What follows belongs to an exercise in optimizing a design on an open flow for small area, a short achievable clock period and few clock cycles per item; a production flow would make more cautious choices.
In this exercise RTL edits were held to simulation tests only and were not proved equivalent to the original.
Power and IR drop assume default switching activity.

==> module sqb_tex_table, before the edit <==
module sqb_tex_table
(
  input  logic              clk,
  input  logic              rst,
  input  logic [31:0]       tex,        
  input  logic              in_valid,
  input  logic              accept,     
  input  logic              is_end,     
  input  logic              cap,        
  output logic              done,       
  output logic              done_next,  
  output logic [SLOT_W-1:0] slot,       
  output logic              full_cut    
);
  logic [31:0]        ring [TEXTURE_SLOTS];
  logic [4:0]         rot;
  logic [5:0]         cnt;              
  logic [5:0]         total;            
  logic [5:0]         new_slot;         
  logic               full;             
  logic               empty;            
  logic               pend_v;
  logic [31:0]        pend;             
  logic [1:0]         lk_n;             
  logic               acc_hit;
  logic [SLOT_W-1:0]  acc_slot;
  logic [N_CMP-1:0]   m_lo;
  logic [N_CMP-1:0]   m_hi;
  logic [N_CMP-1:0]   m_lo_r;
  logic [N_CMP-1:0]   m_hi_r;
  logic [N_CMP-1:0]   m_r;
  logic               m_p;
  logic               mp_r;
  logic               cmp_v;            
  logic [SLOT_W-1:0]  slot_k [N_CMP];   
  logic               hit_r;
  logic [SLOT_W-1:0]  slot_r;
  for (genvar k = 0; k < N_CMP; k++) begin : g_cmp
    logic [4:0] addr;
    assign addr = 5'(CMP_STEP * k) + rot;
    assign slot_k[k] = {addr == 5'd0, addr};
    sqb_cell u_cell (
      .entry (ring[CMP_STEP * k]),
      .query (tex),
      .en       ({1'b0, addr} < cnt),
      .match_lo (m_lo[k]),
      .match_hi (m_hi[k])
    );
  end
  assign m_p = pend_v && (pend == tex);
  assign m_r = m_lo_r & m_hi_r;
  always_comb begin
    slot_r = mp_r ? total : '0;         
    for (int k = 0; k < N_CMP; k++) begin
      slot_r = slot_r | (m_r[k] ? slot_k[k] : '0);
    end
  end
  assign hit_r = cmp_v && ((|m_r) || mp_r);
  logic [4:0]         wpos;             
  logic [TEXTURE_SLOTS-1:0] wr;
  logic               drain;
  assign wpos = cnt[4:0] - rot - 5'd1;
  always_comb begin
    wr = '0;
    for (int p = 0; p < TEXTURE_SLOTS; p += WR_STEP) begin
      wr[p] = pend_v && (wpos == 5'(p));
    end
  end
  assign drain = |wr;
  for (genvar p = 0; p < TEXTURE_SLOTS; p++) begin : g_ring
    always_ff @(posedge clk) begin
      if (wr[p]) begin
        ring[p] <= pend;
      end else begin
        ring[p] <= ring[(p + 1) % TEXTURE_SLOTS];
      end
    end
  end
  logic               tex_zero;
  logic               f_hit;
  logic               miss;
  logic               clear;
  logic [5:0]         total_nx;
  logic [1:0]         lk_nx;
  assign tex_zero = (tex == 32'd0);
  assign done     = empty || (lk_n == 2'(CMP_STEP));
  assign f_hit    = (acc_hit || hit_r) && !cap;
  assign miss     = !tex_zero && !f_hit;
  assign full_cut = !cap && miss && full;
  assign clear    = accept && (is_end || cap || full_cut);
  always_comb begin
    if (tex_zero) begin
      slot = '0;
    end else if (f_hit) begin
      slot = hit_r ? slot_r : acc_slot;
    end else if (cap || full) begin
      slot = 6'd1;
    end else begin
      slot = new_slot;
    end
  end
  logic               grow;             
  logic               refill;           
  logic               empty_nx;
  logic               full_nx;
  logic [5:0]         new_slot_nx;
  assign grow   = accept && miss;
  assign refill = !is_end && miss;
  always_comb begin
    if (clear) begin
      total_nx    = {5'd0, refill};
      new_slot_nx = refill ? 6'd2 : 6'd1;
      empty_nx    = !refill;
      full_nx     = 1'b0;
    end else if (grow) begin
      total_nx    = new_slot;
      new_slot_nx = new_slot + 6'd1;
      empty_nx    = 1'b0;
      full_nx     = (total == 6'(TEXTURE_SLOTS - 1));
    end else begin
      total_nx    = total;
      new_slot_nx = new_slot;
      empty_nx    = empty;
      full_nx     = full;
    end
    if (accept || !in_valid) begin
      lk_nx = '0;
    end else if (lk_n != 2'(CMP_STEP)) begin
      lk_nx = lk_n + 2'd1;
    end else begin
      lk_nx = lk_n;
    end
  end
  assign done_next = empty_nx || (lk_nx == 2'(CMP_STEP));
  always_ff @(posedge clk) begin
    if (!pend_v || drain) begin
      pend <= tex;
    end
    m_lo_r <= m_lo;
    m_hi_r <= m_hi;
    mp_r <= m_p;
    if (rst) begin
      rot      <= '0;
      cnt      <= '0;
      total    <= '0;
      new_slot <= 6'd1;
      full     <= 1'b0;
      empty    <= 1'b1;
      pend_v   <= 1'b0;
      lk_n     <= '0;
      acc_hit  <= 1'b0;
      acc_slot <= '0;
      cmp_v    <= 1'b0;
    end else begin
      cmp_v    <= in_valid && !accept;
      rot      <= rot + 5'd1;
      lk_n     <= lk_nx;
      total    <= total_nx;
      new_slot <= new_slot_nx;
      full     <= full_nx;
      empty    <= empty_nx;
      if (accept || !in_valid) begin
        acc_hit <= 1'b0;
      end else if (hit_r) begin
        acc_hit  <= 1'b1;
        acc_slot <= slot_r;
      end
      if (clear) begin
        cnt    <= '0;
        pend_v <= !is_end && miss;
      end else begin
        cnt    <= cnt + {5'd0, drain};
        pend_v <= (pend_v && !drain) || grow;
      end
    end
  end
endmodule
clock: 6.0 ns
lec_check: 0
cap_margin: 20
core_margin: 2
core_utilization: 60
cts_buf_list: sky130_fd_sc_hd__clkbuf_8
setup_slack_margin: 3.3
slew_margin: 20
standard.sh (not shown) runs the stock make flow with config.mk's settings and CLKGATE_MAP_FILE= SYNTH_SCRIPT=/design/flow/synth_recipe.tcl, a recipe that flattens the netlist after the stock synthesis.
==> flow/flow/run.sh <==
#!/bin/bash
# The standard layout (the standard.sh: ORFS synthesis through finish),
# with changes to how the resizer and the clock tree work:
#  - port buffers are sky130_fd_sc_hd__buf_1 instead of the cell buffer_ports
#    picks by default (a delay cell); the resizer sizes them afterwards;
#  - gate sizing may swap cells of other footprints (MATCH_CELL_FOOTPRINT=0);
#  - clock tree synthesis inserts no dummy loads and clusters up to 14
#    registers within 60 um per leaf buffer.
# Every port still gets its buffer. The make output goes to flow_make.log.
set -euo pipefail
bash standard.sh \
  "BUFFER_PORTS_ARGS=-buffer_cell sky130_fd_sc_hd__buf_1" \
  MATCH_CELL_FOOTPRINT=0 \
  "CTS_ARGS=-sink_clustering_enable -repair_clock_nets -dont_use_dummy_load -buf_list sky130_fd_sc_hd__clkbuf_8 -sink_clustering_size 14 -sink_clustering_max_diameter 60" \
  finish > flow_make.log 2>&1
Testbench counts at the start, summed over its fixed seeds: cycles 47,560, items 12,000.
Then changed:
--- a/flow/design.v
+++ b/flow/design.v
@@ -81,16 +81,19 @@
       slot_r = slot_r | (m_r[k] ? slot_k[k] : '0);
     end
   end
   assign hit_r = cmp_v && ((|m_r) || mp_r);
-  logic [4:0]         wpos;             
+  logic [TEXTURE_SLOTS-1:0] wpos_at;   
+  logic [5:0]         cnt_nx;
+  logic [4:0]         rot_nx;
+  logic [4:0]         wpos_nx;
   logic [TEXTURE_SLOTS-1:0] wr;
   logic               drain;
-  assign wpos = cnt[4:0] - rot - 5'd1;
+  assign wpos_nx = cnt_nx[4:0] - rot_nx - 5'd1;
   always_comb begin
     wr = '0;
     for (int p = 0; p < TEXTURE_SLOTS; p += WR_STEP) begin
-      wr[p] = pend_v && (wpos == 5'(p));
+      wr[p] = pend_v && wpos_at[p];
     end
   end
   assign drain = |wr;
   for (genvar p = 0; p < TEXTURE_SLOTS; p++) begin : g_ring
@@ -157,18 +160,30 @@
       lk_nx = lk_n;
     end
   end
   assign done_next = empty_nx || (lk_nx == 2'(CMP_STEP));
+  always_comb begin
+    if (rst) begin
+      cnt_nx = '0;
+      rot_nx = '0;
+    end else begin
+      cnt_nx = clear ? 6'd0 : cnt + {5'd0, drain};
+      rot_nx = rot + 5'd1;
+    end
+  end
   always_ff @(posedge clk) begin
     if (!pend_v || drain) begin
       pend <= tex;
     end
+    cnt <= cnt_nx;
+    rot <= rot_nx;
+    for (int p = 0; p < TEXTURE_SLOTS; p++) begin
+      wpos_at[p] <= (p % WR_STEP == 0) && (wpos_nx == 5'(p));
+    end
     m_lo_r <= m_lo;
     m_hi_r <= m_hi;
     mp_r <= m_p;
     if (rst) begin
-      rot      <= '0;
-      cnt      <= '0;
       total    <= '0;
       new_slot <= 6'd1;
       full     <= 1'b0;
       empty    <= 1'b1;
@@ -178,9 +193,8 @@
       acc_slot <= '0;
       cmp_v    <= 1'b0;
     end else begin
       cmp_v    <= in_valid && !accept;
-      rot      <= rot + 5'd1;
       lk_n     <= lk_nx;
       total    <= total_nx;
       new_slot <= new_slot_nx;
       full     <= full_nx;
@@ -191,12 +205,10 @@
         acc_hit  <= 1'b1;
         acc_slot <= slot_r;
       end
       if (clear) begin
-        cnt    <= '0;
         pend_v <= !is_end && miss;
       end else begin
-        cnt    <= cnt + {5'd0, drain};
         pend_v <= (pend_v && !drain) || grow;
       end
     end
   end
Result:
- cell count decreases slightly
- wire length drops by a few percent
- count of clock-buffer cells in the layout rises by 11
- utilization fell by 1.5 points
- worst hold slack degrades by 0.020 ns
- via count fell slightly
- sequential share of layout area grows by 0.85 points
- clock power goes up by a few percent
- die area grows slightly
- combinational power is lower by a few percent
Testbench counts after the change, summed over its fixed seeds: cycles 47,560, items 12,000.

==> separate check: timing with driven ports <==
In the flow no input, the clock included, has a driving cell. The finished layouts below were timed again as built, in two steps.
Step 1 assumes that a clkbuf_16 drives the clock port and a buf_2 every other input.
Step 2, shift: input delay + t, output delay - t, t = (earliest + latest rising clock arrival at the registers) / 2. This alone moves slack from input paths to output paths.
a / b / c = ideal / step 1 / step 2; a / b = the first two.
run | t, ns | setup WS [ns] | worst setup path after step 2
the first run | 0.804 | 3.111 / 3.057 / 2.321 | input to register
the second run | 0.831 | 2.518 / 2.526 / 1.715 | input to register
After both steps setup and hold are still met in every run listed. The setup slack of the second run, which loses most, moves by +0.008 ns with the drivers and by -0.803 ns with both steps.
